This design comes from an exercise in tuning for small area, a short achievable clock period and few clock cycles on the open sky130 flow, not from production work.
RTL that was checked went through simulation tests only; none was proved equivalent to the original.
For runs 1 to 3, 5 and 6, only the layout was checked, not whether the RTL still works.
Power is estimated from default activity; no workload was simulated.

`flow/config.mk`:
```
export PLATFORM = sky130hd
export DESIGN_NAME = voxel_ray_traversal_top
export DESIGN_NICKNAME = voxel_ray_traversal_top
export VERILOG_FILES = /design/flow/design.v
export SDC_FILE = /design/flow/constraint.sdc
export NUM_CORES = 4
export LEC_CHECK = 0
export CAP_MARGIN = 20
export CORE_MARGIN = 2
export CORE_UTILIZATION = 40
export SETUP_SLACK_MARGIN = 4.0
export SLEW_MARGIN = 20
```
`flow/design.v`:
```
`timescale 1ns / 1ps
package vrt_pkg;
  localparam logic [31:0] DIST_MAX = 32'hFFFF_FFFF;
  localparam logic [1:0] AXIS_X = 2'd0;
  localparam logic [1:0] AXIS_Y = 2'd1;
  localparam logic [1:0] AXIS_Z = 2'd2;
endpackage
`timescale 1ns / 1ps
module vrt_div (
  input  logic        clk_i,
  input  logic        load_i,
  input  logic        run_i,
  input  logic [15:0] rem_i,
  input  logic [30:0] quo_i,
  input  logic [15:0] den_i,
  output logic [30:0] quo_o
);
  logic [15:0] rem_q, x, nxt;
  logic [30:0] quo_q;
  always_comb begin
    x   = {rem_q[14:0], quo_q[30]};
    nxt = rem_q[15] ? x + den_i : x - den_i;
  end
  always_ff @(posedge clk_i) begin
    rem_q <= load_i ? rem_i : nxt;
    if (load_i) begin
      quo_q <= quo_i;
    end else if (run_i) begin
      quo_q <= {quo_q[29:0], !nxt[15]};
    end
  end
  assign quo_o = quo_q;
endmodule
`timescale 1ns / 1ps
module voxel_ray_traversal_top #(
  parameter int MAX_STEPS        = 64,
  parameter int ORIGIN_FRAC_BITS = 8,
  parameter int DIR_FRAC_BITS    = 14
) (
  input  logic               clk_i,
  input  logic               rst_ni,
  input  logic               in_valid_i,
  output logic               in_ready_o,
  input  logic signed [23:0] origin_x_i,
  input  logic signed [23:0] origin_y_i,
  input  logic signed [23:0] origin_z_i,
  input  logic signed [15:0] dir_x_i,
  input  logic signed [15:0] dir_y_i,
  input  logic signed [15:0] dir_z_i,
  input  logic [6:0]         step_count_i,
  output logic               out_valid_o,
  input  logic               out_ready_i,
  output logic signed [15:0] voxel_x_o,
  output logic signed [15:0] voxel_y_o,
  output logic signed [15:0] voxel_z_o,
  output logic [1:0]         normal_axis_o,
  output logic               normal_negative_o,
  output logic [6:0]         step_index_o,
  output logic               last_o
);
  logic        s_idle_q, s_prep1_q, s_prep2_q, s_run_q, s_done_q, s_wait_q;
  logic [6:0]  d_cnt7_q;          
  logic [15:0] den_q [3];         
  logic [15:0] vo_q [3];          
  logic [7:0]  lo_q [3];          
  logic        neg_q [3];         
  logic        zero_q [3];        
  logic [4:0]  it_q [3];          
  logic [8:0]  face_q [3];        
  logic [30:0] qmax [3];
  logic [30:0] qdel [3];
  logic [6:0]  d_n;
  logic        take, first_step, accept, run_end;
  assign in_ready_o = s_idle_q;
  assign accept     = s_idle_q && in_valid_i;
  assign d_n        = (d_cnt7_q > 7'(MAX_STEPS)) ? 7'(MAX_STEPS) : d_cnt7_q;
  logic [8:0]  face [3];
  logic [15:0] vinit [3];
  logic [15:0] dmag [3];
  logic [4:0]  skip [3];
  logic [46:0] shm [3];
  logic [46:0] shd [3];
  logic        it_end [3];
  always_comb begin
    run_end = 1'b1;
    for (int a = 0; a < 3; a++) begin
      logic [7:0]  g;
      logic [14:0] dm;
      logic        c, dz, dp, osign;
      osign = vo_q[a][15];
      dz    = (den_q[a] == 16'd0);
      dp    = !den_q[a][15] && !dz;
      dmag[a] = den_q[a][15] ? 16'(-den_q[a]) : den_q[a];
      g = {!lo_q[a][7], lo_q[a][6:0]};
      if (g == 8'd0) begin
        face[a] = (osign != dp) ? 9'd256 : 9'd0;
      end else begin
        face[a] = dp ? 9'd256 - {1'b0, g} : {1'b0, g};
      end
      c = osign ? (lo_q[a][7] && (lo_q[a][6:0] != 7'd0)) : lo_q[a][7];
      vinit[a] = vo_q[a] + 16'(c);
      dm = den_q[a][14:0] ^ {15{den_q[a][15]}};
      skip[a] = 5'd0;
      for (int b = 1; b < 15; b++) begin
        if (dm[b]) skip[a] = 5'(b);
      end
      shm[a] = {16'd0, face_q[a], 22'd0} << it_q[a][3:0];
      shd[a] = {16'd0, 1'b1, 30'd0} << it_q[a][3:0];
      it_end[a] = (it_q[a] <= 5'd1);
      run_end = run_end && it_end[a];
    end
  end
  logic [23:0] org_in [3];
  logic [15:0] dir_in [3];
  assign org_in[0] = origin_x_i;
  assign org_in[1] = origin_y_i;
  assign org_in[2] = origin_z_i;
  assign dir_in[0] = dir_x_i;
  assign dir_in[1] = dir_y_i;
  assign dir_in[2] = dir_z_i;
  always_ff @(posedge clk_i) begin
    if (s_idle_q) begin
      d_cnt7_q <= step_count_i;
      for (int a = 0; a < 3; a++) begin
        den_q[a] <= dir_in[a];
        vo_q[a]  <= org_in[a][23:8];
      end
    end else if (s_prep1_q) begin
      for (int a = 0; a < 3; a++) begin
        den_q[a]  <= dmag[a];
        vo_q[a]   <= vinit[a];
        zero_q[a] <= (den_q[a] == 16'd0);
        neg_q[a]  <= den_q[a][15] || (den_q[a] == 16'd0);
      end
    end
    for (int a = 0; a < 3; a++) begin
      lo_q[a]   <= org_in[a][7:0];
      face_q[a] <= face[a];
    end
    for (int a = 0; a < 3; a++) begin
      if (s_prep1_q) begin
        it_q[a] <= skip[a];
      end else if (s_prep2_q) begin
        it_q[a] <= zero_q[a] ? 5'd0 : 5'd31 - it_q[a];
      end else if (it_q[a] != 5'd0) begin
        it_q[a] <= it_q[a] - 5'd1;
      end
    end
  end
  for (genvar a = 0; a < 3; a++) begin : g_div
    logic run_a;
    assign run_a = s_run_q && (it_q[a] != 5'd0);
    vrt_div u_max (
      .clk_i (clk_i),
      .load_i(s_prep2_q),
      .run_i (run_a),
      .rem_i (shm[a][46:31]),
      .quo_i (shm[a][30:0]),
      .den_i (den_q[a]),
      .quo_o (qmax[a])
    );
    vrt_div u_del (
      .clk_i (clk_i),
      .load_i(s_prep2_q),
      .run_i (run_a),
      .rem_i (shd[a][46:31]),
      .quo_i (shd[a][30:0]),
      .den_i (den_q[a]),
      .quo_o (qdel[a])
    );
  end
  logic        w_act_q, w_first_q;
  logic [6:0]  w_cnt_q;
  logic        w_neg_q [3];
  logic [31:0] tmax_q [3];
  logic [30:0] tdel_q [3];
  logic        out_valid_q;
  logic        step, w_end, last_now;
  logic [6:0]  k_now;
  logic        lt_xy, lt_xz, lt_yz;
  logic        sel [3];
  logic [32:0] tsum [3];
  logic [31:0] tnext [3];
  logic [15:0] vbase [3];
  logic [15:0] vstay [3];
  logic [15:0] vmove [3];
  logic [15:0] vnew [3];
  logic [1:0]  ax;
  always_comb begin
    step       = w_act_q && (!out_valid_q || out_ready_i);
    first_step = step && w_first_q;
    k_now      = w_first_q ? 7'd1 : step_index_o + 7'd1;
    last_now   = (k_now == w_cnt_q);
    w_end      = step && last_now;
    take       = s_done_q && (!w_act_q || w_end);
    lt_xy  = tmax_q[0] < tmax_q[1];
    lt_xz  = tmax_q[0] < tmax_q[2];
    lt_yz  = tmax_q[1] < tmax_q[2];
    sel[0] = lt_xy && lt_xz;
    sel[1] = !lt_xy && lt_yz;
    sel[2] = !sel[0] && !sel[1];
    ax     = sel[0] ? vrt_pkg::AXIS_X : sel[1] ? vrt_pkg::AXIS_Y : vrt_pkg::AXIS_Z;
    vbase[0] = voxel_x_o;
    vbase[1] = voxel_y_o;
    vbase[2] = voxel_z_o;
    for (int a = 0; a < 3; a++) begin
      tsum[a]  = {1'b0, tmax_q[a]} + {2'b00, tdel_q[a]};
      tnext[a] = tsum[a][31:0] | {32{tsum[a][32]}};
      vstay[a] = w_first_q ? vo_q[a] : vbase[a];
      vmove[a] = w_neg_q[a] ? vstay[a] - 16'd1 : vstay[a] + 16'd1;
      vnew[a]  = sel[a] ? vmove[a] : vstay[a];
    end
  end
  always_ff @(posedge clk_i) begin
    if (take) begin
      w_cnt_q <= d_n;
      for (int a = 0; a < 3; a++) begin
        w_neg_q[a] <= neg_q[a];
        tmax_q[a]  <= {1'b0, qmax[a]} | {32{zero_q[a]}};
        tdel_q[a]  <= qdel[a];
      end
    end else if (step) begin
      for (int a = 0; a < 3; a++) begin
        if (sel[a]) tmax_q[a] <= tnext[a];
      end
    end
    if (take) begin
      w_first_q <= 1'b1;
    end else if (step) begin
      w_first_q <= 1'b0;
    end
    if (step) begin
      voxel_x_o         <= vnew[0];
      voxel_y_o         <= vnew[1];
      voxel_z_o         <= vnew[2];
      normal_axis_o     <= ax;
      normal_negative_o <= !(sel[0] ? w_neg_q[0] : sel[1] ? w_neg_q[1] : w_neg_q[2]);
      step_index_o      <= k_now;
      last_o            <= last_now;
    end
  end
  always_ff @(posedge clk_i or negedge rst_ni) begin
    if (!rst_ni) begin
      s_idle_q    <= 1'b1;
      s_prep1_q   <= 1'b0;
      s_prep2_q   <= 1'b0;
      s_run_q     <= 1'b0;
      s_done_q    <= 1'b0;
      s_wait_q    <= 1'b0;
      w_act_q     <= 1'b0;
      out_valid_q <= 1'b0;
    end else begin
      if (accept) begin
        s_idle_q  <= 1'b0;
        s_prep1_q <= 1'b1;
      end
      if (s_prep1_q) begin
        s_prep1_q <= 1'b0;
        if (d_n == 7'd0) begin
          s_idle_q <= 1'b1;
        end else begin
          s_prep2_q <= 1'b1;
        end
      end
      if (s_prep2_q) begin
        s_prep2_q <= 1'b0;
        s_run_q   <= 1'b1;
      end
      if (s_run_q && run_end) begin
        s_run_q  <= 1'b0;
        s_done_q <= 1'b1;
      end
      if (take) begin
        s_done_q <= 1'b0;
        s_wait_q <= 1'b1;
      end
      if (first_step) begin
        s_wait_q <= 1'b0;
        s_idle_q <= 1'b1;
      end
      if (take) begin
        w_act_q <= 1'b1;
      end else if (w_end) begin
        w_act_q <= 1'b0;
      end
      if (step) begin
        out_valid_q <= 1'b1;
      end else if (out_ready_i) begin
        out_valid_q <= 1'b0;
      end
    end
  end
  assign out_valid_o = out_valid_q;
endmodule
```
`flow/constraint.sdc`:
```
create_clock -name core_clock -period 8.0 [get_ports {clk_i}]
set_input_delay 1.6000 -clock core_clock [delete_from_list [all_inputs] [get_ports {clk_i}]]
set_output_delay 1.6000 -clock core_clock [all_outputs]
set_load 0.01 [all_outputs]
```
`flow/run.sh`:
```
#!/bin/bash
# synth_recipe.tcl (not shown) runs the flow's synth.tcl, then flattens the netlist and writes it again
# the make line also repeats each setting of config.mk as NAME=value (left out here)
make -C /OpenROAD-flow-scripts/flow DESIGN_CONFIG=/design/flow/config.mk WORK_HOME=/design/flow/orfs CLKGATE_MAP_FILE= SYNTH_SCRIPT=/design/flow/synth_recipe.tcl finish
```
==> results of run 1 <==
final cells by class:
type | count | area [um2] | area share [%]
well taps | 1500 | 1880 | 3.59
repair inverters | 1 | 5.00 | 0.00958
clock inverters | 56 | 633 | 1.21
flip-flops and latches | 723 | 20200 | 38.7
inverters | 208 | 788 | 1.51
repair buffers | 259 | 2490 | 4.76
multi-input cells | 3428 | 24000 | 45.9
clock buffers | 103 | 2260 | 4.32
kinds of logic after synthesis:
logic type,synth area share (%)
simple gates,15.2
compound gates,16.0
flops,44.5
buf+inv,3.46
fa+ha+maj,10.7
xor+xnor,7.33
mux,2.70
registers in the layout, summed over array words and instances, names as in the netlist, 2 cells and up:
register	flops
step_index_o	7
d_cnt7_q	7
g_div.u_del.quo_q	93
g_div.u_max.rem_q	48
voxel_x_o	16
vo_q	48
voxel_y_o	16
normal_axis_o	2
g_div.u_max.quo_q	93
neg_q	3
w_neg_q	3
it_q	15
voxel_z_o	16
lo_q	24
tmax_q	96
zero_q	3
g_div.u_del.rem_q	48
face_q	27
w_cnt_q	7
tdel_q	93
den_q	48
what timing repair did:
item                       4_1_cts  5_1_grt
hold buffers                     0        0
pin swaps                        5        7
setup buffers                    9       31
setup endpoints to repair      229      129
gates cloned                     5        1
resized for setup               31       41
metrics by stage:
stage / cell area, um2 / utilization, %
final: 52200 / 46.4
after global routing: 52200 / 46.4
after CTS: 51800 / 46.0
after detailed placement: 48600 / 43.2
after global placement: 48600 / 43.2
after floorplan: 45400 / -
metal layers:
layer  global-route usage, %  vias up
li1                        -    16900
met1                    27.8    16500
met2                    33.8      777
met3                    2.22      145
met4                    5.07        2
met5                       0        -
cell usage after synthesis (12+ instances only):
cell,number
fa_1,12
a31oi_1,40
a211oi_1,33
dfxtp_1,148
edfxtp_1,568
or3_1,22
clkbuf_1,174
mux2_2,74
ha_1,370
a2111oi_0,13
o21ai_0,235
xnor2_1,192
xor2_1,185
and3_1,29
mux2i_1,39
o22ai_1,73
o41a_1,12
nor3_1,59
a22o_1,41
and2_1,25
a21oi_1,356
o21bai_1,36
nand4_1,46
nand2_1,300
nor2b_1,199
a21o_1,102
nor2_1,481
or2_2,13
o21a_1,43
inv_1,204
nor3b_1,25
nand2b_1,33
buf_1,23
o31ai_1,19
o211ai_1,15
a21boi_0,13
nand3_1,111
worst reg2reg max path: cells and delay by family, from the launching register on:
kind | cells | cell delay [ns]
buf+inv | 3 | 0.40
compound gates | 8 | 2.28
flops | 1 | 0.40
simple gates | 1 | 0.05
fa+ha+maj | 2 | 0.49
power by group:
part / leakage (nW) / switching, mW / internal, mW
logic: 12.2 / 2.77 / 2.02
clock network: 1.40 / 1.65 / 2.38
registers: 6.83 / 0.378 / 4.78
total: 20.4 / 4.80 / 9.19
path summary, 6_finish.rpt:
| check | start | to | slack [ns] | cells after the start |
|---|---|---|---|---|
| max | s_idle_q$_DFF_PN1_ | in_ready_o | 4.12 | 1 |
| min reg2reg | g_div[0].u_del.quo_q[23]$_SDFFCE_PP0P_ | tdel_q[0][23]$_DFFE_PN_ | 0.43 | 0 |
| min | g_div[0].u_del.quo_q[23]$_SDFFCE_PP0P_ | tdel_q[0][23]$_DFFE_PN_ | 0.43 | 0 |
| max in group asynchronous | rst_ni | s_prep2_q$_DFF_PN0_ | 6.12 | 1 |
| min in group asynchronous | rst_ni | s_run_q$_DFFE_PN0P_ | 1.35 | 1 |
| max reg2reg | tmax_q[0][0]$_DFFE_PP_ | tmax_q[0][7]$_DFFE_PP_ | 4.14 | 14 |
==> impl_metrics.env, run 1 <==
export IMPL_grt_pass1_wl_um=187000
export IMPL_cts_clk_slew_worst_paths_ns=0.06
export IMPL_routabilityCongestion=0.898
export IMPL_status="timing/DRC/antenna clean"
export IMPL_tns_ns=0
export IMPL_dr_max_layer_used="met5"
export IMPL_synthesis_instances=4560
export IMPL_final_setup_skew_ns=0.0253
export IMPL_finalSetupViolations=0
export IMPL_final_cell_mix="edfxtp_1 (568), nor2_1 (481), ha_1 (368), a21oi_1 (354), nand2_1 (300)"
export IMPL_cts_buffers=85
export IMPL_synth_top_area_share_pct=37.6
export IMPL_hold_path_class="flip-flop to flip-flop"
export IMPL_crit_fanout=62
export IMPL_final_cells=6278
export IMPL_boundaryPins=192
export IMPL_cp_start_kind="flip-flop"
export IMPL_whs_ns=0.431
export IMPL_drtPass1Iterations=5
export IMPL_core_mm2=0.112
export IMPL_synth_ff_type="edfxtp_1"
export IMPL_areaGrowthSynthToFinish_pct=15.2
export IMPL_p_total_mw=14.0
export IMPL_grt_overflow=0
export IMPL_io_buffers=191
export IMPL_grt_pass1_vias=32700
export IMPL_root_buffer="clkbuf_16"
export IMPL_crit_buf_inv=1
export IMPL_wirelength_um=121000
export IMPL_post_place_cells=6073
export IMPL_vias=34300
export IMPL_syn_avg_cell_area_um2=9.94
export IMPL_final_hold_viol_count=0
export IMPL_post_route_period_util_pct=48.5
export IMPL_wl_met1_um=56000
export IMPL_report_final_slew_viol_count=0
export IMPL_layout_cells_most_common="edfxtp_1"
export IMPL_drc=0
export IMPL_ant_nets=0
export IMPL_ys_ff_latch=723
export IMPL_grt_max_degree=89
export IMPL_grt_setup_unrepaired="true"
export IMPL_tightest_slew_ns=1.08
export IMPL_syn_nets=5073
export IMPL_pre_cts_slack_ns=3.27
export IMPL_finalCriticalPeriod_ns=3.88
export IMPL_fin_ws_ns=4.12
export IMPL_n_antenna_cell=0
export IMPL_die_area_mm2=0.116
export IMPL_drive_above_1_share_pct=7.91
export IMPL_htreeDepth=3
export IMPL_leakage_nw=20.4
export IMPL_ys_warn_count=56
export IMPL_dr_wl_met2_um=57200
export IMPL_fill_cells=10500
export IMPL_wl_per_cell_um=19.2
export IMPL_criticalPathCategory="flip-flop to primary output"
export IMPL_syn_area_mm2=0.0453
export IMPL_ys_async_sr_fraction_pct=0.968
export IMPL_clock_fmax_mhz=258
export IMPL_critPathSlowestCell="dfstp_4"
export IMPL_grtUsageTotal_pct=20.2
export IMPL_yosys_area_top_type="edfxtp_1"
export IMPL_relSlewSlack_pct=27.5
export IMPL_clk_path_buf_depth=3
export IMPL_cp_slowest_stage_delay_ns=0.95
export IMPL_crit_path_end_kind="primary output"
export IMPL_drv_cap=0
export IMPL_start_util_pct=40.3
export IMPL_rows=123
export IMPL_antenna_found_initial=1
export IMPL_via_per_inst=5.47
export IMPL_cp_cell_sequence="clkdlybuf4s50_1"
export IMPL_place_hpwl_um=87200
export IMPL_dieHeight_um=341
export IMPL_cts_sinks=723
export IMPL_die_w_um=341
export IMPL_worstPathArrival_ns=2.28
export IMPL_synth_area_top_cells="edfxtp_1 (38%), ha_1 (10%), dfxtp_1 (6.5%)"
export IMPL_power_density_mw_per_mm2=268
export IMPL_ys_types=92
export IMPL_cp_top_family="flip-flops"
export IMPL_cts_tree="done"
export IMPL_insertion_delay_ns=0.68
export IMPL_synth_edff_count=568
export IMPL_synth_seq_area_share_pct=44.5
export IMPL_dr_wl_met3_um=4900
export IMPL_worstPathRequired_ns=6.40
export IMPL_ir_drop_uv=247
export IMPL_final_nets=5219
export IMPL_drt_initial_drc_count=2514
==> inputs of run 2 (changes only) <==
--- a/flow/config.mk
+++ b/flow/config.mk
@@ -9,4 +9,4 @@
 export CORE_MARGIN = 2
 export CORE_UTILIZATION = 40
-export SETUP_SLACK_MARGIN = 4.0
+export SETUP_SLACK_MARGIN = 4.7
 export SLEW_MARGIN = 20
==> run 2 against run 1 <==
  * Clock power rose by 5.5%
  * Wire length increased by 6.0%
  * Cell count increased by 3.5%
  * Area after synthesis unchanged
  * Combinational power rose by 31%
  * Global-route usage increased by 0.94 points
  * Flip-flop and latch count did not move
  * Non-clock buffer count rose by 209
  * Via count rose by 3.7%
  * Power increased by 12%
  * Cell area is 7.3% higher
  * Maximum frequency up 5.1%
  * Critical path type is now flip-flop to flip-flop
  * Critical endpoint is now tmax_q[0][12]$_DFFE_PP_
  * Largest cell class unchanged
  * Largest power group is now combinational cells
==> impl_metrics.env, run 2 <==
export IMPL_status="timing/DRC/antenna clean"
export IMPL_vias=35600
export IMPL_drv_cap=0
export IMPL_reg2regPathDepth=15
export IMPL_power_density_mw_per_mm2=280
export IMPL_cts_clk_slew_worst_paths_ns=0.06
export IMPL_ir_drop_uv=253
export IMPL_die_w_um=341
export IMPL_post_place_cells=6074
export IMPL_cp_top_family="compound AO/OA/AOI/OAI gates"
export IMPL_final_setup_skew_ns=0.0412
export IMPL_synth_area_top_cells="edfxtp_1 (38%), ha_1 (10%), dfxtp_1 (6.5%)"
export IMPL_cp_start_kind="flip-flop"
export IMPL_critical_path_endpoint="tmax_q[0][12]$_DFFE_PP_"
export IMPL_r2r_end="tmax_q[0][12]$_DFFE_PP_"
export IMPL_clock_fmax_mhz=271
export IMPL_final_cell_mix="edfxtp_1 (568), nor2_1 (449), ha_1 (330), nand2_1 (295), a21oi_1 (269)"
export IMPL_regArea_mm2=0.0202
export IMPL_grt_setup_unrepaired="true"
export IMPL_dieHeight_um=341
export IMPL_cts_tree="done"
export IMPL_crit_buf_inv=4
export IMPL_htreeDepth=3
export IMPL_crit_path_end_kind="flip-flop"
export IMPL_syn_avg_cell_area_um2=9.94
export IMPL_ys_types=92
export IMPL_routabilityCongestion=0.892
export IMPL_syn_nets=5073
export IMPL_largest_reg_flops=96
export IMPL_critPathSlowestCell="a311o_2"
export IMPL_ys_warn_count=56
export IMPL_yosys_area_top_type="edfxtp_1"
export IMPL_multi_input_area_mm2=0.0255
export IMPL_ant_nets=0
export IMPL_startpoint="tmax_q[0][0]$_DFFE_PP_"
export IMPL_worstReg2RegStart="tmax_q[0][0]$_DFFE_PP_"
export IMPL_insertion_delay_ns=0.68
export IMPL_cts_sinks=723
export IMPL_root_buffer="clkbuf_16"
export IMPL_place_hpwl_um=85700
export IMPL_grtUsageTotal_pct=21.1
export IMPL_final_nets=5437
export IMPL_relSlewSlack_pct=26.0
export IMPL_fill_cells=10100
export IMPL_antenna_found_initial=6
export IMPL_areaGrowthSynthToFinish_pct=23.6
export IMPL_wirelength_um=128000
export IMPL_ys_ff_latch=723
export IMPL_grt_overflow=0
export IMPL_cp_slowest_stage_delay_ns=0.45
export IMPL_drtPass1Iterations=6
export IMPL_ys_async_sr_fraction_pct=0.968
export IMPL_post_route_period_util_pct=46.1
export IMPL_io_buffers=191
export IMPL_rows=123
export IMPL_synth_seq_area_share_pct=44.5
export IMPL_worstPathRequired_ns=8.40
export IMPL_wl_per_cell_um=19.7
export IMPL_synth_ff_type="edfxtp_1"
export IMPL_final_hold_viol_count=0
export IMPL_grt_max_degree=212
export IMPL_via_per_inst=5.48
export IMPL_tightest_slew_ns=1.10
export IMPL_clk_path_buf_depth=3
export IMPL_tns_ns=0
export IMPL_grt_pass1_wl_um=195000
export IMPL_synth_most_common_cell="edfxtp_1"
export IMPL_core_mm2=0.112
export IMPL_die_area_mm2=0.116
export IMPL_cts_buffers=86
export IMPL_start_util_pct=40.3
export IMPL_synth_common_cells="edfxtp_1 (568), nor2_1 (481), ha_1 (370)"
export IMPL_boundaryPins=192
export IMPL_synth_top_area_share_pct=37.6
export IMPL_final_cells=6499
export IMPL_cp_num_cells=15
export IMPL_criticalPathCategory="flip-flop to flip-flop"
export IMPL_report_final_slew_viol_count=0
export IMPL_placed_area_mm2=0.0489
export IMPL_drc=0
export IMPL_leakage_nw=22.0
export IMPL_regMostFlops="tmax_q"
export IMPL_synthesis_instances=4560
export IMPL_layout_cells_most_common="edfxtp_1"
export IMPL_worstPathArrival_ns=4.09
export IMPL_finalSetupViolations=0
export IMPL_reg2reg_slack_ns=4.31
export IMPL_syn_area_mm2=0.0453
export IMPL_stdcell_area_mm2=0.0561
export IMPL_synth_edff_count=568
export IMPL_drt_initial_drc_count=2818
export IMPL_cp_cell_sequence="ha_2 -> inv_2 -> fa_2 -> nor2b_4 -> o31a_1 -> o41a_1 -> o31ai_4 -> buf_6 -> o31ai_4 -> o31a_1 -> a311o_2 -> a221oi_4 -> buf_6 -> buf_12 -> a21oi_1"
export IMPL_crit_fanout=8
export IMPL_finalCriticalPeriod_ns=3.69
export IMPL_hold_path_class="flip-flop to flip-flop"
export IMPL_grt_pass1_vias=34400
export IMPL_drive_above_1_share_pct=17.2
run 2: cell counts after synthesis:
No cell type changed its count.
run 2: cells by family (layout without fill, tap and decap cells):
family	count (synthesis)	count (layout)	synth area share, %
fa+ha+maj	382	382	10.7
compound gates	1140	1149	16.0
other cells	0	3	0
mux	113	113	2.70
flops	723	723	44.5
buf+inv	412	839	3.46
xor+xnor	378	378	7.33
simple gates	1412	1412	15.2
run 2: routing by layer:
layer  GRT usage (%)  wire (um)
met1            29.2      58100
met2            34.6      60300
met3            2.57       6030
met4            6.35       3390
met5               0          0
run 2: through the flow:
stage	util, %	worst slack (ns)	hold WS (ns)	total power, mW
floorplan	-	4.53	0.400	8.40
global placement	43.5	3.34	0.422	9.82
detailed placement	43.5	3.29	0.423	9.89
CTS	48.4	4.24	0.438	15.0
global route	49.8	4.15	0.449	16.5
finish	49.8	4.31	0.433	15.7
run 2: worst reg2reg max path, cell delays in order, from the launching register on:
cell and delay (ns):
edfxtp_1 0.39, ha_2 0.20, inv_2 0.05, fa_2 0.23, nor2b_4 0.05, o31a_1 0.27, o41a_1 0.44, o31ai_4 0.20
buf_6 0.16, o31ai_4 0.08, o31a_1 0.27, a311o_2 0.45, a221oi_4 0.24, buf_6 0.19, buf_12 0.15, a21oi_1 0.07
run 2: where the power goes:
part	total, mW	internal (mW)	switching (mW)
Clock	4.25	2.53	1.72
Combinational	6.30	2.91	3.39
Sequential	5.12	4.77	0.347
run 2: cell type report:
class,count,share of cell area (%)
antenna,3,0.0134
clock buffer,117,4.44
clock inverter,43,1.04
inverter,208,1.41
multi-input combinational,3434,45.5
sequential,723,36.1
tap,1500,3.35
timing repair buffer,468,8.13
timing repair inverter,3,0.0357
run 2: timing repair:
item,4_1_cts,5_1_grt
buffers inserted,157,81
gates cloned,19,5
hold buffers,0,0
pin swaps,85,98
resized for setup,217,225
endpoints found under the hold margin,0,0
setup endpoints to repair,358,370
run 2: how the worst min path moves through the flow:
stage	end	depth (start not counted)	start	slack, ns
finish	tdel_q[0][3]$_DFFE_PN_	0	g_div[0].u_del.quo_q[3]$_SDFFCE_PP0P_	0.43
global placement	tdel_q[2][2]$_DFFE_PN_	0	g_div[2].u_del.quo_q[2]$_SDFFCE_PP0P_	0.42
detailed placement	tdel_q[0][3]$_DFFE_PN_	0	g_div[0].u_del.quo_q[3]$_SDFFCE_PP0P_	0.42
global route	tdel_q[0][21]$_DFFE_PN_	0	g_div[0].u_del.quo_q[21]$_SDFFCE_PP0P_	0.45
floorplan	w_neg_q[0]$_DFFE_PN_	0	neg_q[0]$_DFFE_PP_	0.40
CTS	tdel_q[0][3]$_DFFE_PN_	0	g_div[0].u_del.quo_q[3]$_SDFFCE_PP0P_	0.44
==> inputs of run 3 (changes only) <==
--- a/flow/design.v
+++ b/flow/design.v
@@ -17,8 +17,10 @@
 );
   logic [15:0] rem_q, x, nxt;
+  logic [16:0] sum;
   logic [30:0] quo_q;
   always_comb begin
     x   = {rem_q[14:0], quo_q[30]};
-    nxt = rem_q[15] ? x + den_i : x - den_i;
+    sum = {x, 1'b1} + {den_i ^ {16{!rem_q[15]}}, !rem_q[15]};
+    nxt = sum[16:1];
   end
   always_ff @(posedge clk_i) begin
--- a/flow/config.mk
+++ b/flow/config.mk
@@ -9,4 +9,4 @@
 export CORE_MARGIN = 2
 export CORE_UTILIZATION = 40
-export SETUP_SLACK_MARGIN = 4.7
+export SETUP_SLACK_MARGIN = 4.3
 export SLEW_MARGIN = 20
==> run 3 against run 2 <==
  * Still clean on timing, DRC and antenna
  * Clock power down 9.6%
  * First-iteration DRC count shrank 11%
  * Core utilization decreased by 3.4 points
  * Sequential power increased by about 30%
  * Cell area down 8.1%
  * Hold slack got worse by 0.0098 ns
  * Cell count shrank 5.6%
  * Maximum frequency increased by 1.8%
  * Via count decreased by 5.4%
  * Register-to-register slack gained 0.09 ns
  * Wire length shrank 7.1%
  * Largest power group unchanged
==> impl_metrics.env, run 3 <==
export IMPL_status="timing/DRC/antenna clean"
export IMPL_cts_clk_slew_worst_paths_ns=0.06
export IMPL_final_setup_skew_ns=0.0279
export IMPL_drtPass1Iterations=6
export IMPL_worstPathArrival_ns=2.02
export IMPL_synth_seq_area_share_pct=45.0
export IMPL_finalCoreUtilization_pct=46.4
export IMPL_antenna_found_initial=12
export IMPL_tns_ns=0
export IMPL_ys_warn_count=56
export IMPL_core_mm2=0.111
export IMPL_p_total_mw=21.8
export IMPL_cts_tree="done"
export IMPL_insertion_delay_ns=0.67
export IMPL_finalSetupViolations=0
export IMPL_routabilityCongestion=0.875
export IMPL_htreeDepth=3
export IMPL_largest_reg_flops=96
export IMPL_final_hold_viol_count=0
export IMPL_grt_overflow=0
export IMPL_synthesis_instances=4441
export IMPL_leakage_nw=19.6
export IMPL_cts_buffers=84
export IMPL_grt_pass1_wl_um=184000
export IMPL_cp_slowest_stage_delay_ns=0.77
export IMPL_crit_path_end_kind="primary output"
export IMPL_relSlewSlack_pct=27.6
export IMPL_post_route_period_util_pct=45.3
export IMPL_drive_above_1_share_pct=7.11
export IMPL_cp_start_kind="flip-flop"
export IMPL_drv_cap=0
export IMPL_hold_path_class="flip-flop to flip-flop"
export IMPL_synth_ff_type="edfxtp_1"
export IMPL_report_final_slew_viol_count=0
export IMPL_root_buffer="clkbuf_16"
export IMPL_critPathSlowestCell="dfstp_4"
export IMPL_dieHeight_um=339
export IMPL_yosys_area_top_type="edfxtp_1"
export IMPL_criticalPathCategory="flip-flop to primary output"
export IMPL_swShare_pct=39.7
export IMPL_final_cell_mix="edfxtp_1 (568), ha_1 (349), nand2_1 (335), xnor2_1 (302), nor2_1 (283)"
export IMPL_crit_buf_inv=1
export IMPL_clock_fmax_mhz=276
export IMPL_synth_top_area_share_pct=38.0
export IMPL_drt_initial_drc_count=2496
export IMPL_clk_path_buf_depth=3
export IMPL_drc=0
export IMPL_grt_pass1_vias=32400
export IMPL_wl_per_cell_um=19.4
export IMPL_rows=122
export IMPL_boundaryPins=192
export IMPL_synth_common_cells="edfxtp_1 (568), ha_1 (349), nand2_1 (335)"
export IMPL_start_util_pct=40.5
export IMPL_die_w_um=339
export IMPL_ir_drop_uv=186
export IMPL_fill_cells=10500
export IMPL_pwr_share_seq_pct=30.6
export IMPL_stdcell_area_mm2=0.0515
export IMPL_pwr_share_clk_pct=17.7
export IMPL_ys_types=92
export IMPL_combPwrFrac_pct=51.7
export IMPL_syn_nets=4927
export IMPL_grt_max_degree=98
export IMPL_p_switching_mw=8.65
export IMPL_place_hpwl_um=82400
export IMPL_ys_ff_latch=723
export IMPL_wirelength_um=119000
export IMPL_cts_sinks=723
export IMPL_startpoint="s_idle_q$_DFF_PN1_"
export IMPL_min_from="neg_q[1]$_DFFE_PP_"
export IMPL_io_buffers=191
export IMPL_syn_avg_cell_area_um2=10.1
export IMPL_tightest_slew_ns=1.08
export IMPL_finalCriticalPeriod_ns=3.62
export IMPL_die_area_mm2=0.115
export IMPL_layout_cells_most_common="edfxtp_1"
export IMPL_placed_area_mm2=0.0482
export IMPL_pre_cts_slack_ns=3.27
export IMPL_worstPathRequired_ns=6.40
export IMPL_regMostFlops="tmax_q"
export IMPL_cp_cell_sequence="clkdlybuf4s50_1"
export IMPL_grt_setup_unrepaired="true"
export IMPL_ant_nets=0
export IMPL_grtUsageTotal_pct=19.9
export IMPL_fin_ws_ns=4.38
export IMPL_internal_power_mw=13.1
export IMPL_worstReg2RegStart="tmax_q[0][31]$_DFFE_PP_"
export IMPL_ys_async_sr_fraction_pct=0.968
export IMPL_final_nets=5057
export IMPL_power_density_mw_per_mm2=423
export IMPL_syn_area_mm2=0.0449
export IMPL_crit_fanout=14
export IMPL_synth_area_top_cells="edfxtp_1 (38%), ha_1 (9.7%), dfxtp_1 (6.6%)"
export IMPL_synth_edff_count=568
export IMPL_vias=33700
export IMPL_via_per_inst=5.49
export IMPL_synth_most_common_cell="edfxtp_1"
export IMPL_cp_top_family="flip-flops"
export IMPL_areaGrowthSynthToFinish_pct=14.7
==> run 3: power groups by stage <==
stage          clock network (mW)  registers (mW)  logic (mW)
6_report                     3.84            6.67        11.3
5_1_grt                      4.10            6.82        12.6
4_1_cts                      3.94            6.68        11.0
3_5_place_dp                    0            6.73        10.7
3_3_place_gp                    0            6.74        10.6
2_1_floorplan                   0            6.34        8.34
==> run 3: through the flow <==
stage,std cells,hold WS (ns)
after floorplan,4441,0.400
after global placement,5942,0.408
after detailed placement,5943,0.416
after CTS,6108,0.424
after global routing,6131,0.442
final,6132,0.424
==> run 3: path summary, 6_finish.rpt <==
path                                           endpoint  slack (ns)  cells past startpoint
worst max-delay path                         in_ready_o        4.38                      1
worst min-delay path               w_neg_q[1]$_DFFE_PN_        0.42                      0
worst max register to register  voxel_z_o[14]$_DFFE_PP_        4.40                     10
worst min register to register     w_neg_q[1]$_DFFE_PN_        0.42                      0
max in group asynchronous            s_idle_q$_DFF_PN1_        6.48                      1
min in group asynchronous           s_prep1_q$_DFF_PN0_        1.22                      1
==> run 3: final cells by class <==
type                            instances  area, um2  area share [%]
Antenna cell                            4       10.0          0.0194
Clock buffer                          109       2270            4.40
Clock inverter                         46        432           0.838
Inverter                              231        897            1.74
Multi-Input combinational cell       3282      23300            45.2
Sequential cell                       723      20200            39.2
Tap cell                             1488       1860            3.61
Timing Repair Buffer                  247       2510            4.87
Timing Repair inverter                  2       22.5          0.0437
==> run 3: logic make-up (layout without fill, tap and decap cells) <==
group | after synthesis | count (layout) | synth area share (%)
AO/OA/AOI/OAI | 1135 | 1138 | 16.5
XOR/XNOR | 414 | 414 | 8.07
adder cells (fa/ha/maj) | 355 | 355 | 9.99
buffers and inverters | 440 | 635 | 3.75
flip-flops | 723 | 723 | 45.0
multiplexers | 123 | 123 | 3.01
other | 0 | 4 | 0
AND/OR/NAND/NOR | 1251 | 1252 | 13.7
==> run 3: per-layer routing <==
| metal | global-route usage (%) | wire length (um) |
|---|---|---|
| met4 | 6.20 | 3190 |
| met2 | 31.6 | 54000 |
| met3 | 2.76 | 5630 |
| met5 | 0 | 68 |
| met1 | 28.1 | 55800 |
==> run 3: timing repair <==
action                     in CTS  in global routing
setup endpoints to repair     251                213
resized for setup              30                 35
hold buffers                    0                  0
cloned                          3                  6
setup buffers                   7                 14
pin swaps                       3                  6
==> inputs of run 4 (changes only) <==
--- a/flow/design.v
+++ b/flow/design.v
@@ -17,16 +17,15 @@
 );
   logic [15:0] rem_q, x, nxt;
-  logic [16:0] sum;
   logic [30:0] quo_q;
   always_comb begin
     x   = {rem_q[14:0], quo_q[30]};
-    sum = {x, 1'b1} + {den_i ^ {16{!rem_q[15]}}, !rem_q[15]};
-    nxt = sum[16:1];
+    nxt = rem_q[15] ? x + den_i : x - den_i;
   end
   always_ff @(posedge clk_i) begin
-    rem_q <= load_i ? rem_i : nxt;
     if (load_i) begin
+      rem_q <= rem_i;
       quo_q <= quo_i;
     end else if (run_i) begin
+      rem_q <= nxt;
       quo_q <= {quo_q[29:0], !nxt[15]};
     end
@@ -127,4 +126,5 @@
         den_q[a] <= dir_in[a];
         vo_q[a]  <= org_in[a][23:8];
+        lo_q[a]  <= org_in[a][7:0];
       end
     end else if (s_prep1_q) begin
@@ -132,11 +132,8 @@
         den_q[a]  <= dmag[a];
         vo_q[a]   <= vinit[a];
+        face_q[a] <= face[a];
         zero_q[a] <= (den_q[a] == 16'd0);
         neg_q[a]  <= den_q[a][15] || (den_q[a] == 16'd0);
       end
-    end
-    for (int a = 0; a < 3; a++) begin
-      lo_q[a]   <= org_in[a][7:0];
-      face_q[a] <= face[a];
     end
     for (int a = 0; a < 3; a++) begin
--- a/flow/config.mk
+++ b/flow/config.mk
@@ -9,4 +9,3 @@
 export CORE_MARGIN = 2
 export CORE_UTILIZATION = 40
-export SETUP_SLACK_MARGIN = 4.3
 export SLEW_MARGIN = 20
==> run 4 against run 3 <==
  * Sequential share of layout area up 2.1 points
  * Power fell by 62%
  * Highest routed layer unchanged
  * First-iteration DRC count decreased by 8.6%
  * Largest power group is now registers
  * Maximum frequency down 22%
  * Still clean
  * Flip-flop and latch count did not move
  * Area after synthesis increased by 2.8%
  * Largest cell class unchanged
==> impl_metrics.env, run 4 <==
export IMPL_synth_most_common_cell="edfxtp_1"
export IMPL_hold_path_class="flip-flop to flip-flop"
export IMPL_final_nets=4985
export IMPL_report_final_slew_viol_count=0
export IMPL_finalCriticalPeriod_ns=4.65
export IMPL_die_area_mm2=0.118
export IMPL_reg2regPathDepth=13
export IMPL_pwr_share_clk_pct=49.1
export IMPL_stdcell_area_mm2=0.0524
export IMPL_htreeDepth=3
export IMPL_clk_path_buf_depth=3
export IMPL_met2_usage_pct=32.0
export IMPL_synth_compound_area_share_pct=16.0
export IMPL_drv_cap=0
export IMPL_cts_tree="done"
export IMPL_swShare_pct=20.8
export IMPL_relSlewSlack_pct=27.0
export IMPL_grt_busiest_layer="met2"
export IMPL_drc=0
export IMPL_areaGrowthSynthToFinish_pct=13.5
export IMPL_yosys_area_share_xor_xnor_pct=7.42
export IMPL_yosys_area_top_type="edfxtp_1"
export IMPL_cts_sinks=723
export IMPL_status="timing/DRC/antenna clean"
export IMPL_grt_use_met3_pct=3.43
export IMPL_grt_overflow=0
export IMPL_via_per_inst=5.44
export IMPL_insertion_delay_ns=0.67
export IMPL_multi_input_area_mm2=0.0231
export IMPL_ys_async_sr_fraction_pct=0.968
export IMPL_syn_avg_cell_area_um2=10.6
export IMPL_postCtsSetupBuffers=0
export IMPL_cp_slowest_stage_delay_ns=0.63
export IMPL_post_place_cells=5895
export IMPL_pwr_share_seq_pct=50.0
export IMPL_io_buffers=191
export IMPL_synth_top_family_by_area="compound AO/OA/AOI/OAI gates"
export IMPL_cts_buffers=87
export IMPL_boundaryPins=192
export IMPL_core_mm2=0.114
export IMPL_synthesis_instances=4352
export IMPL_cp_cell_sequence="nor3_2 -> nor3b_2 -> nor3b_1 -> nor3b_2 -> nor2_1 -> xor2_1 -> ha_1 -> and4_1 -> a21o_1 -> or4b_2 -> a41o_1 -> xor2_1 -> and2_1"
export IMPL_ctsResizeCount=0
export IMPL_yosys_area_share_adder_pct=10.5
export IMPL_regArea_mm2=0.0217
export IMPL_finalSetupViolations=0
export IMPL_place_hpwl_um=86000
export IMPL_r2r_end="g_div[0].u_del.quo_q[0]$_SDFFCE_PP0P_"
export IMPL_min_to="w_neg_q[1]$_DFFE_PN_"
export IMPL_p_switching_mw=1.70
export IMPL_whs_ns=0.431
export IMPL_ys_types=90
export IMPL_final_hold_viol_count=0
export IMPL_start_util_pct=40.4
export IMPL_cts_clk_slew_worst_paths_ns=0.06
export IMPL_tns_ns=0
export IMPL_dieHeight_um=344
export IMPL_die_w_um=344
export IMPL_cp_start_kind="flip-flop"
export IMPL_muxShareOfSynthArea_pct=2.38
export IMPL_grt_max_degree=89
export IMPL_ant_nets=0
export IMPL_root_buffer="clkbuf_16"
export IMPL_criticalPathCategory="flip-flop to flip-flop"
export IMPL_grt_pass1_vias=32100
export IMPL_antenna_found_initial=3
export IMPL_rows=124
export IMPL_grtUsageTotal_pct=19.9
export IMPL_hold_path_depth=0
export IMPL_min_from="neg_q[1]$_DFFE_PP_"
export IMPL_reg2reg_slack_ns=3.35
export IMPL_final_cell_mix="edfxtp_1 (715), ha_1 (370), nor2_1 (347), nand2_1 (296), a21oi_1 (264)"
export IMPL_vias=33000
export IMPL_internal_power_mw=6.49
export IMPL_worstReg2RegStart="den_q[0][0]$_DFFE_PP_"
export IMPL_regMostFlops="tmax_q"
export IMPL_grt_pass1_wl_um=185000
export IMPL_finalCoreUtilization_pct=45.8
export IMPL_placed_area_mm2=0.0495
export IMPL_syn_nets=4865
export IMPL_drive_above_1_share_pct=6.60
export IMPL_use_met1_pct=27.4
export IMPL_wl_per_cell_um=19.6
export IMPL_yosys_area_share_simple_pct=13.4
export IMPL_final_setup_skew_ns=0.0319
export IMPL_syn_area_mm2=0.0462
export IMPL_ys_warn_count=56
export IMPL_clock_fmax_mhz=215
export IMPL_wirelength_um=119000
export IMPL_postCtsHoldBufs=0
export IMPL_drtPass1Iterations=7
export IMPL_routabilityCongestion=0.866
export IMPL_critPathSlowestCell="or4b_2"
export IMPL_crit_fanout=6
export IMPL_layout_cells_most_common="edfxtp_1"
export IMPL_synth_edff_count=715
export IMPL_power_density_mw_per_mm2=156
export IMPL_synth_top_area_share_pct=46.5
export IMPL_worstPathRequired_ns=8.41
export IMPL_crit_path_end_kind="flip-flop"
export IMPL_combPwrFrac_pct=0.8
export IMPL_synth_area_top_cells="edfxtp_1 (47%), ha_1 (10%), xnor2_1 (4.2%)"
export IMPL_worstPathArrival_ns=5.06
export IMPL_post_route_period_util_pct=58.2
export IMPL_synth_common_cells="edfxtp_1 (715), ha_1 (370), nor2_1 (348)"
export IMPL_synth_seq_area_share_pct=46.9
export IMPL_synth_ff_type="edfxtp_1"
export IMPL_leakage_nw=18.0
export IMPL_drt_initial_drc_count=2282
export IMPL_grt_setup_unrepaired="false"
export IMPL_largest_reg_flops=96
export IMPL_tightest_slew_ns=1.07
export IMPL_ys_ff_latch=723
export IMPL_final_cells=6057
export IMPL_ir_drop_uv=133
export IMPL_fill_cells=10600
-- run 4: cell types whose count changed after synthesis, sizes merged, moves of 22 or more --
cell    before  now
inv        229  207
o31ai       37   12
nor2       284  348
xnor2      302  219
dfxtp      148    1
nor3b        7   31
nand2      336  297
xor2       112  172
edfxtp     568  715
-- run 4: final cells by class --
class                           count  share of cell area [%]
Timing Repair Buffer              218                    4.07
Clock inverter                     57                    1.07
Multi-Input combinational cell   3234                    44.0
Inverter                          208                    1.50
Tap cell                         1512                    3.61
Antenna cell                        1                 0.00477
Sequential cell                   723                    41.4
Clock buffer                      104                    4.41
-- run 4: through the flow --
stage | power [mW] | setup WS [ns]
after floorplan | 4.18 | 2.70
final | 8.19 | 3.35
after global placement | 4.25 | 2.92
after global routing | 8.43 | 3.02
after detailed placement | 4.25 | 2.88
after CTS | 8.28 | 3.36
-- run 4: power groups by stage --
stage          clock network (mW)  registers, mW  logic, mW
5_1_grt                      4.26           4.10     0.0718
6_report                     4.03           4.10     0.0685
3_3_place_gp                    0           4.18     0.0686
4_1_cts                      4.11           4.10     0.0691
2_1_floorplan                   0           4.18   0.000131
3_5_place_dp                    0           4.18     0.0687
-- run 4: logic make-up (layout without fill, tap and decap cells) --
logic type / after synthesis / count (layout)
other: 0 / 1
buffers and inverters: 395 / 587
XOR/XNOR: 391 / 391
adder cells (fa/ha/maj): 382 / 382
flip-flops: 723 / 723
AO/OA/AOI/OAI: 1125 / 1125
AND/OR/NAND/NOR: 1236 / 1236
multiplexers: 100 / 100
-- run 4: critical path: cells and delay by family (launching register included) --
kind            cells  cell delay (ns)
simple gates        8             2.71
xor+xnor            2             0.34
fa+ha+maj           1             0.39
flops               1             0.49
compound gates      2             0.47
-- run 4: worst max-delay path by stage --
stage	from	endpoint
6_report	den_q[0][0]$_DFFE_PP_	g_div[0].u_del.quo_q[0]$_SDFFCE_PP0P_
5_1_grt	den_q[0][0]$_DFFE_PP_	g_div[0].u_max.quo_q[0]$_SDFFCE_PP0P_
4_1_cts	den_q[0][0]$_DFFE_PP_	g_div[0].u_del.quo_q[0]$_SDFFCE_PP0P_
3_5_place_dp	out_ready_i	tmax_q[2][31]$_DFFE_PP_
3_3_place_gp	out_ready_i	tmax_q[2][31]$_DFFE_PP_
2_1_floorplan	out_ready_i	tmax_q[0][10]$_DFFE_PP_
-- run 4: per-layer routing --
| layer | wire [um] | vias to the layer above | share of wire [%] |
|---|---|---|---|
| met1 | 55500 | 15800 | 47 |
| met2 | 54600 | 730 | 46 |
| met5 | 27 | - | 0.023 |
| met3 | 5950 | 138 | 5.0 |
| met4 | 2680 | 4 | 2.3 |
| li1 | - | 16300 | - |
Testbench counts of run 4, summed over its fixed seeds: cycles 44,708.
==> inputs of run 5 (changes only) <==
--- a/flow/design.v
+++ b/flow/design.v
@@ -17,15 +17,16 @@
 );
   logic [15:0] rem_q, x, nxt;
+  logic [16:0] sum;
   logic [30:0] quo_q;
   always_comb begin
     x   = {rem_q[14:0], quo_q[30]};
-    nxt = rem_q[15] ? x + den_i : x - den_i;
+    sum = {x, 1'b1} + {den_i ^ {16{!rem_q[15]}}, !rem_q[15]};
+    nxt = sum[16:1];
   end
   always_ff @(posedge clk_i) begin
+    rem_q <= load_i ? rem_i : nxt;
     if (load_i) begin
-      rem_q <= rem_i;
       quo_q <= quo_i;
     end else if (run_i) begin
-      rem_q <= nxt;
       quo_q <= {quo_q[29:0], !nxt[15]};
     end
@@ -126,5 +127,4 @@
         den_q[a] <= dir_in[a];
         vo_q[a]  <= org_in[a][23:8];
-        lo_q[a]  <= org_in[a][7:0];
       end
     end else if (s_prep1_q) begin
@@ -132,8 +132,11 @@
         den_q[a]  <= dmag[a];
         vo_q[a]   <= vinit[a];
-        face_q[a] <= face[a];
         zero_q[a] <= (den_q[a] == 16'd0);
         neg_q[a]  <= den_q[a][15] || (den_q[a] == 16'd0);
       end
+    end
+    for (int a = 0; a < 3; a++) begin
+      lo_q[a]   <= org_in[a][7:0];
+      face_q[a] <= face[a];
     end
     for (int a = 0; a < 3; a++) begin
@@ -172,5 +175,5 @@
   logic [6:0]  w_cnt_q;
   logic        w_neg_q [3];
-  logic [31:0] tmax_q [3];
+  logic [32:0] tmax_q [3];
   logic [30:0] tdel_q [3];
   logic        out_valid_q;
@@ -180,5 +183,5 @@
   logic        sel [3];
   logic [32:0] tsum [3];
-  logic [31:0] tnext [3];
+  logic [32:0] tnext [3];
   logic [15:0] vbase [3];
   logic [15:0] vstay [3];
@@ -186,4 +189,13 @@
   logic [15:0] vnew [3];
   logic [1:0]  ax;
+  function automatic logic sat_lt(input logic [32:0] a, input logic [32:0] b);
+    if (a[32]) begin
+      sat_lt = 1'b0;
+    end else if (b[32]) begin
+      sat_lt = (a[31:0] != 32'hFFFF_FFFF);
+    end else begin
+      sat_lt = (a[31:0] < b[31:0]);
+    end
+  endfunction
   always_comb begin
     step       = w_act_q && (!out_valid_q || out_ready_i);
@@ -193,7 +205,7 @@
     w_end      = step && last_now;
     take       = s_done_q && (!w_act_q || w_end);
-    lt_xy  = tmax_q[0] < tmax_q[1];
-    lt_xz  = tmax_q[0] < tmax_q[2];
-    lt_yz  = tmax_q[1] < tmax_q[2];
+    lt_xy  = sat_lt(tmax_q[0], tmax_q[1]);
+    lt_xz  = sat_lt(tmax_q[0], tmax_q[2]);
+    lt_yz  = sat_lt(tmax_q[1], tmax_q[2]);
     sel[0] = lt_xy && lt_xz;
     sel[1] = !lt_xy && lt_yz;
@@ -204,6 +216,6 @@
     vbase[2] = voxel_z_o;
     for (int a = 0; a < 3; a++) begin
-      tsum[a]  = {1'b0, tmax_q[a]} + {2'b00, tdel_q[a]};
-      tnext[a] = tsum[a][31:0] | {32{tsum[a][32]}};
+      tsum[a]  = {1'b0, tmax_q[a][31:0]} + {2'b00, tdel_q[a]};
+      tnext[a] = {tmax_q[a][32] || tsum[a][32], tsum[a][31:0]};
       vstay[a] = w_first_q ? vo_q[a] : vbase[a];
       vmove[a] = w_neg_q[a] ? vstay[a] - 16'd1 : vstay[a] + 16'd1;
@@ -216,5 +228,5 @@
       for (int a = 0; a < 3; a++) begin
         w_neg_q[a] <= neg_q[a];
-        tmax_q[a]  <= {1'b0, qmax[a]} | {32{zero_q[a]}};
+        tmax_q[a]  <= {zero_q[a], 1'b0, qmax[a]};
         tdel_q[a]  <= qdel[a];
       end
--- a/flow/config.mk
+++ b/flow/config.mk
@@ -9,3 +9,4 @@
 export CORE_MARGIN = 2
 export CORE_UTILIZATION = 40
+export SETUP_SLACK_MARGIN = 4.5
 export SLEW_MARGIN = 20
==> run 5 against run 4 <==
  * Clock power down 4%
  * Hold slack improved by 0.0010 ns
  * Sequential share of layout area is 2.4 points lower
  * Sequential power shrank 1%
  * Global-route usage is 1.0 points higher
  * Flip-flop and latch count up 3
  * Maximum frequency rose by 33%
  * Die area shrank 3.2%
  * Count of clock-buffer cells in the layout shrank 2
  * Non-clock buffer count up 74
  * Cell count increased by 1.3%
  * Synthesized cell count rose by 1.2%
  * Critical path type unchanged
==> impl_metrics.env, run 5 <==
export IMPL_root_buffer="clkbuf_16"
export IMPL_clk_path_buf_depth=3
export IMPL_report_final_slew_viol_count=0
export IMPL_synth_ff_type="edfxtp_1"
export IMPL_synth_area_top_cells="edfxtp_1 (38%), ha_1 (9.8%), dfxtp_1 (6.8%)"
export IMPL_power_density_mw_per_mm2=154
export IMPL_hold_path_depth=0
export IMPL_tns_ns=0
export IMPL_syn_area_mm2=0.0447
export IMPL_critPathSlowestCell="or4b_4"
export IMPL_boundaryPins=192
export IMPL_cts_sinks=726
export IMPL_grt_overflow=0
export IMPL_status="timing/DRC/antenna clean"
export IMPL_regMostFlops="tmax_q"
export IMPL_cp_cell_sequence="buf_4 -> ha_4 -> a211oi_2 -> o21bai_1 -> a21oi_2 -> o21ai_2 -> or4b_4 -> a41oi_4 -> nand2_4 -> buf_12 -> nand2_8 -> clkinv_16 -> and2_4 -> buf_12 -> a22o_1"
export IMPL_synth_top_area_share_pct=38.2
export IMPL_tightest_slew_ns=1.16
export IMPL_cp_common_cell="buf_12"
export IMPL_worstReg2RegStart="tmax_q[1][17]$_DFFE_PP_"
export IMPL_criticalPathCategory="flip-flop to flip-flop"
export IMPL_wirelength_um=125000
export IMPL_ys_types=92
export IMPL_htreeDepth=3
export IMPL_clock_fmax_mhz=286
export IMPL_drc=0
export IMPL_routabilityCongestion=0.883
export IMPL_antenna_found_initial=2
export IMPL_cts_buffers=84
export IMPL_grt_pass1_vias=32600
export IMPL_postCtsHoldBufs=0
export IMPL_rows=122
export IMPL_drt_initial_drc_count=2698
export IMPL_synth_most_common_cell="edfxtp_1"
export IMPL_ir_drop_uv=139
export IMPL_final_hold_viol_count=0
export IMPL_reg2reg_slack_ns=4.50
export IMPL_dieHeight_um=338
export IMPL_cp_start_kind="flip-flop"
export IMPL_die_w_um=338
export IMPL_cts_tree="done"
export IMPL_critical_path_endpoint="tmax_q[2][17]$_DFFE_PP_"
export IMPL_areaGrowthSynthToFinish_pct=16.6
export IMPL_io_buffers=191
export IMPL_leakage_nw=20.9
export IMPL_synth_seq_area_share_pct=45.3
export IMPL_pre_cts_slack_ns=3.42
export IMPL_drv_cap=0
export IMPL_cts_clk_slew_worst_paths_ns=0.06
export IMPL_ys_ff_latch=726
export IMPL_hold_path_class="flip-flop to flip-flop"
export IMPL_yosys_area_top_type="edfxtp_1"
export IMPL_via_per_inst=5.55
export IMPL_syn_avg_cell_area_um2=10.1
export IMPL_final_cell_mix="edfxtp_1 (568), nand2_1 (370), ha_1 (345), o21ai_0 (256), xnor2_1 (255)"
export IMPL_synth_common_cells="edfxtp_1 (568), nand2_1 (375), ha_1 (349)"
export IMPL_final_setup_skew_ns=0.0372
export IMPL_post_route_period_util_pct=43.8
export IMPL_cp_slowest_stage_delay_ns=0.58
export IMPL_fin_ws_ns=4.50
export IMPL_start_util_pct=40.4
export IMPL_reg2regPathDepth=15
export IMPL_worstPathArrival_ns=3.90
export IMPL_die_area_mm2=0.114
export IMPL_worstPathRequired_ns=8.39
export IMPL_drive_above_1_share_pct=9.19
export IMPL_synth_edff_count=568
export IMPL_largest_reg_flops=99
export IMPL_vias=34000
export IMPL_finalSetupViolations=0
export IMPL_n_antenna_cell=0
export IMPL_place_hpwl_um=86700
export IMPL_startpoint="tmax_q[1][17]$_DFFE_PP_"
export IMPL_wl_per_cell_um=20.4
export IMPL_ant_nets=0
export IMPL_ys_warn_count=56
export IMPL_grt_setup_unrepaired="true"
export IMPL_insertion_delay_ns=0.66
export IMPL_syn_nets=4889
export IMPL_grt_pass1_wl_um=190000
export IMPL_finalCriticalPeriod_ns=3.50
export IMPL_layout_cells_most_common="edfxtp_1"
export IMPL_relSlewSlack_pct=21.7
export IMPL_grtUsageTotal_pct=20.9
export IMPL_r2r_end="tmax_q[2][17]$_DFFE_PP_"
export IMPL_final_nets=5066
export IMPL_crit_path_end_kind="flip-flop"
export IMPL_synthesis_instances=4403
export IMPL_crit_fanout=24
export IMPL_core_mm2=0.111
export IMPL_drtPass1Iterations=6
export IMPL_ys_async_sr_fraction_pct=0.964
export IMPL_grt_max_degree=202
-- run 5: how the worst min path moves through the flow --
stage / endpoint / start / slack (ns)
final: w_neg_q[0]$_DFFE_PP_ / neg_q[0]$_DFFE_PP_ / 0.43
after CTS: tdel_q[0][4]$_DFFE_PP_ / g_div[0].u_del.quo_q[4]$_SDFFCE_PP0P_ / 0.44
after global routing: w_neg_q[0]$_DFFE_PP_ / neg_q[0]$_DFFE_PP_ / 0.44
after global placement: w_neg_q[0]$_DFFE_PP_ / neg_q[0]$_DFFE_PP_ / 0.41
after floorplan: w_neg_q[0]$_DFFE_PP_ / neg_q[0]$_DFFE_PP_ / 0.40
after detailed placement: tdel_q[2][12]$_DFFE_PP_ / g_div[2].u_del.quo_q[12]$_SDFFCE_PP0P_ / 0.43
-- run 5: logic make-up after synthesis --
logic type,after synthesis,synth area share (%)
simple gates,1311,14.5
compound gates,1135,16.7
flops,726,45.3
xor+xnor,396,7.76
buf+inv,393,3.41
fa+ha+maj,355,10.0
mux,87,2.20
-- run 5: area by class of cell --
class	count	area, um2
clock inverters	51	483
well taps	1488	1860
flip-flops and latches	726	20300
clock buffers	102	2250
fillers	10400	58600
repair inverters	1	7.51
multi-input cells	3291	23500
inverters	184	724
repair buffers	292	3010
-- run 5: where the power goes --
| group | leakage [nW] | switching, mW | internal, mW |
|---|---|---|---|
| Sequential | 6.82 | 0.0140 | 4.02 |
| Combinational | 12.8 | 0.0348 | 0.0700 |
| Clock | 1.33 | 1.64 | 2.24 |
| Total | 20.9 | 1.69 | 6.33 |
-- run 5: per-stage QoR --
stage,total power [mW],instances,cell area [um2],hold slack (ns),utilization (%)
after floorplan,4.14,4403,44800,0.400,-
after global placement,4.22,5896,47900,0.406,43.3
after detailed placement,4.22,5896,47900,0.427,43.3
after CTS,8.12,6085,51200,0.439,46.3
after global routing,8.26,6135,52100,0.441,47.1
final,8.02,6135,52100,0.432,47.1
-- run 5: routing by layer --
| metal | up-vias | GRT usage (%) | share of wire, % |
|---|---|---|---|
| met1 | 16400 | 29.4 | 46 |
| met5 | - | 0 | 0 |
| li1 | 16600 | - | - |
| met3 | 175 | 2.63 | 5.0 |
| met2 | 841 | 33.5 | 46 |
| met4 | 0 | 6.32 | 2.7 |
-- run 5: worst max-delay path, delay by kind of cell (launching register included) --
family | cells | cell delay (ns)
compound gates | 6 | 1.00
fa+ha+maj | 1 | 0.24
simple gates | 4 | 0.96
buf+inv | 4 | 0.59
flops | 1 | 0.40
-- run 5: repair_timing --
action                     CTS  global route
setup endpoints to repair  289           212
setup buffers               26            46
pin swaps                   11            25
hold endpoints to repair     0             0
cloned                      10             4
gates resized for setup     64            89
==> inputs of run 6 (changes only) <==
--- a/flow/config.mk
+++ b/flow/config.mk
@@ -9,4 +9,4 @@
 export CORE_MARGIN = 2
 export CORE_UTILIZATION = 40
-export SETUP_SLACK_MARGIN = 4.5
+export SETUP_SLACK_MARGIN = 4.9
 export SLEW_MARGIN = 20
==> run 6 against run 5 <==
  * Critical endpoint is now voxel_z_o[15]$_DFFE_PP_
  * Global-route usage rose by 1.2 points
  * Setup slack improved by 0.11 ns
  * Critical path type unchanged
  * Power rose by 3.4%
  * Sequential share of layout area fell by 2.9 points
==> impl_metrics.env, run 6 <==
export IMPL_crit_path_end_kind="flip-flop"
export IMPL_syn_avg_cell_area_um2=10.1
export IMPL_routabilityCongestion=0.866
export IMPL_final_cells=6366
export IMPL_criticalPathCategory="flip-flop to flip-flop"
export IMPL_grt_max_degree=212
export IMPL_final_hold_viol_count=0
export IMPL_drtPass1Iterations=5
export IMPL_ys_async_sr_fraction_pct=0.964
export IMPL_htreeDepth=3
export IMPL_final_setup_skew_ns=0.0388
export IMPL_synth_edff_count=568
export IMPL_cts_buffers=84
export IMPL_tightest_slew_ns=1.06
export IMPL_cp_start_kind="flip-flop"
export IMPL_finalSetupViolations=0
export IMPL_pwr_share_seq_pct=48.7
export IMPL_dieHeight_um=338
export IMPL_synthesis_instances=4403
export IMPL_ant_nets=0
export IMPL_ys_types=92
export IMPL_cts_clk_slew_worst_paths_ns=0.06
export IMPL_leakage_nw=22.9
export IMPL_n_antenna_cell=0
export IMPL_finalCoreUtilization_pct=50.9
export IMPL_p_total_mw=8.29
export IMPL_worstPathArrival_ns=3.79
export IMPL_placed_area_mm2=0.0479
export IMPL_post_route_period_util_pct=42.4
export IMPL_cts_tree="done"
export IMPL_tns_ns=0
export IMPL_synth_seq_area_share_pct=45.3
export IMPL_synth_most_common_cell="edfxtp_1"
export IMPL_fin_ws_ns=4.61
export IMPL_via_per_inst=5.61
export IMPL_vias=35700
export IMPL_ir_drop_uv=146
export IMPL_cts_sinks=726
export IMPL_wirelength_um=133000
export IMPL_hold_path_class="flip-flop to flip-flop"
export IMPL_ys_warn_count=56
export IMPL_die_area_mm2=0.114
export IMPL_largest_reg_flops=99
export IMPL_clock_fmax_mhz=295
export IMPL_core_mm2=0.111
export IMPL_io_buffers=191
export IMPL_ys_ff_latch=726
export IMPL_worstReg2RegStart="w_first_q$_SDFFE_PP1P_"
export IMPL_drv_cap=0
export IMPL_synth_top_area_share_pct=38.2
export IMPL_power_density_mw_per_mm2=147
export IMPL_syn_nets=4889
export IMPL_relSlewSlack_pct=28.9
export IMPL_final_nets=5294
export IMPL_pwr_share_clk_pct=50.1
export IMPL_wl_per_cell_um=20.9
export IMPL_final_cell_mix="edfxtp_1 (568), nand2_1 (351), ha_1 (317), nor2_1 (240), xnor2_1 (239)"
export IMPL_synth_common_cells="edfxtp_1 (568), nand2_1 (375), ha_1 (349)"
export IMPL_drive_above_1_share_pct=18.1
export IMPL_pre_cts_slack_ns=3.34
export IMPL_drt_initial_drc_count=2817
export IMPL_drc=0
export IMPL_areaGrowthSynthToFinish_pct=26.0
export IMPL_antenna_found_initial=1
export IMPL_crit_fanout=6
export IMPL_internal_power_mw=6.60
export IMPL_syn_area_mm2=0.0447
export IMPL_grt_pass1_vias=34500
export IMPL_startpoint="w_first_q$_SDFFE_PP1P_"
export IMPL_boundaryPins=192
export IMPL_grtUsageTotal_pct=22.1
export IMPL_min_from="neg_q[0]$_DFFE_PP_"
export IMPL_clk_path_buf_depth=3
export IMPL_grt_overflow=0
export IMPL_grt_pass1_wl_um=201000
export IMPL_yosys_area_top_type="edfxtp_1"
export IMPL_grt_setup_unrepaired="true"
export IMPL_die_w_um=338
export IMPL_place_hpwl_um=86600
export IMPL_stdcell_area_mm2=0.0563
export IMPL_swShare_pct=20.4
export IMPL_whs_ns=0.415
export IMPL_finalCriticalPeriod_ns=3.39
export IMPL_insertion_delay_ns=0.67
export IMPL_rows=122
export IMPL_report_final_slew_viol_count=0
export IMPL_synth_area_top_cells="edfxtp_1 (38%), ha_1 (9.8%), dfxtp_1 (6.8%)"
export IMPL_combPwrFrac_pct=1.3
export IMPL_regMostFlops="tmax_q"
export IMPL_post_place_cells=5895
export IMPL_status="timing/DRC/antenna clean"
export IMPL_layout_cells_most_common="edfxtp_1"
export IMPL_p_switching_mw=1.69
export IMPL_worstPathRequired_ns=8.40
export IMPL_start_util_pct=40.4
export IMPL_synth_ff_type="edfxtp_1"
export IMPL_root_buffer="clkbuf_16"
[run 6: cell counts after synthesis]
Identical to the previous run, type by type.
[run 6: cells by family after synthesis]
| group | synth area share (%) |
|---|---|
| buffers and inverters | 3.41 |
| AOI/OAI and AO/OA | 16.7 |
| adders and majority gates | 10.0 |
| muxes | 2.20 |
| xor gates and xnor gates | 7.76 |
| DFF | 45.3 |
| and+or+nand+nor | 14.5 |
[run 6: timing repair]
item                       in CTS  in global routing
resized for setup             402                245
setup buffers                 173                110
pin swaps                     118                111
hold buffers                    0                  0
setup endpoints to repair     512                474
gates cloned                   29                  3
[run 6: area by class of cell]
type                            count  area [um2]
Clock buffer                      101        2230
Clock inverter                     55         714
Fill cell                        9910       54400
Inverter                          184         718
Multi-Input combinational cell   3293       25100
Sequential cell                   726       20300
Tap cell                         1488        1860
Timing Repair Buffer              517        5380
Timing Repair inverter              2        37.5
[run 6: routing by layer]
metal	vias to the layer above	GRT usage, %	routed length [um]
met5	-	0	0
met4	0	6.79	3750
met3	208	2.75	6880
met2	982	36.5	63100
met1	17500	30.2	59300
li1	17000	-	-
[run 6: final timing paths]
check	slack (ns)	end	depth (start not counted)
hold / removal	0.42	w_neg_q[0]$_DFFE_PP_	0
hold reg to reg	0.42	w_neg_q[0]$_DFFE_PP_	0
setup / recovery	4.61	voxel_z_o[15]$_DFFE_PP_	14
setup reg to reg	4.61	voxel_z_o[15]$_DFFE_PP_	14
min in group asynchronous	1.26	out_valid_q$_DFFE_PN0P_	1
max in group asynchronous	6.37	s_prep2_q$_DFF_PN0_	1
[run 6: power by group through the flow]
stage          registers, mW  logic, mW  clock network [mW]
3_5_place_dp            4.12      0.106                   0
3_3_place_gp            4.12      0.105                   0
2_1_floorplan           4.11     0.0260                   0
5_1_grt                 4.04      0.113                4.37
6_report                4.04      0.106                4.15
4_1_cts                 4.04      0.107                4.22
[run 6: worst max-delay path, stage by stage, from the launching register on]
cell      delay [ns]
dfxtp_4         0.43
buf_12          0.15
buf_12          0.10
buf_16          0.13
mux2_4          0.34
ha_4            0.25
or3_1           0.34
o21ai_1         0.12
a311oi_2        0.07
o21a_1          0.24
o21a_1          0.20
o41a_1          0.35
xnor2_2         0.20
nor2_4          0.05
xnor2_1         0.12

separate check: timing with driven ports:
The results above use ideal ports. As a check the final layouts listed here were re-extracted and re-timed, cells and wires unchanged. Step 1, drivers: a clkbuf_16 drives clk_i and a buf_2 each remaining input, both assumed. Step 2 adds t to the input delays and takes it off the output delays; t is the mean of the earliest and latest rising clock arrival at the registers after step 1. Input paths then give back, and output paths get back, about the clock's delay inside the block. Three values: ideal ports, drivers, drivers and shift; two values: the first two.
run	t, ns	setup slack, ns	latest minus earliest clock arrival (ns)	worst slew at a driven data input, ns
run 1	0.742	4.122 / 4.050 / 3.737	0.027 / 0.027	0.10
run 2	0.733	4.312 / 4.312 / 4.028	0.044 / 0.044	0.10
run 3	0.721	4.378 / 4.306 / 3.758	0.032 / 0.032	0.12
run 4	0.730	3.347 / 3.347 / 2.887	0.032 / 0.032	0.11
run 5	0.714	4.498 / 4.498 / 3.958	0.038 / 0.039	0.08
run 6	0.730	4.606 / 4.606 / 4.075	0.039 / 0.039	0.07
After both steps setup and hold are still met in every run listed. For run 3, which loses most, drivers alone change the setup slack by -0.072 ns; drivers and shift together by -0.620 ns.
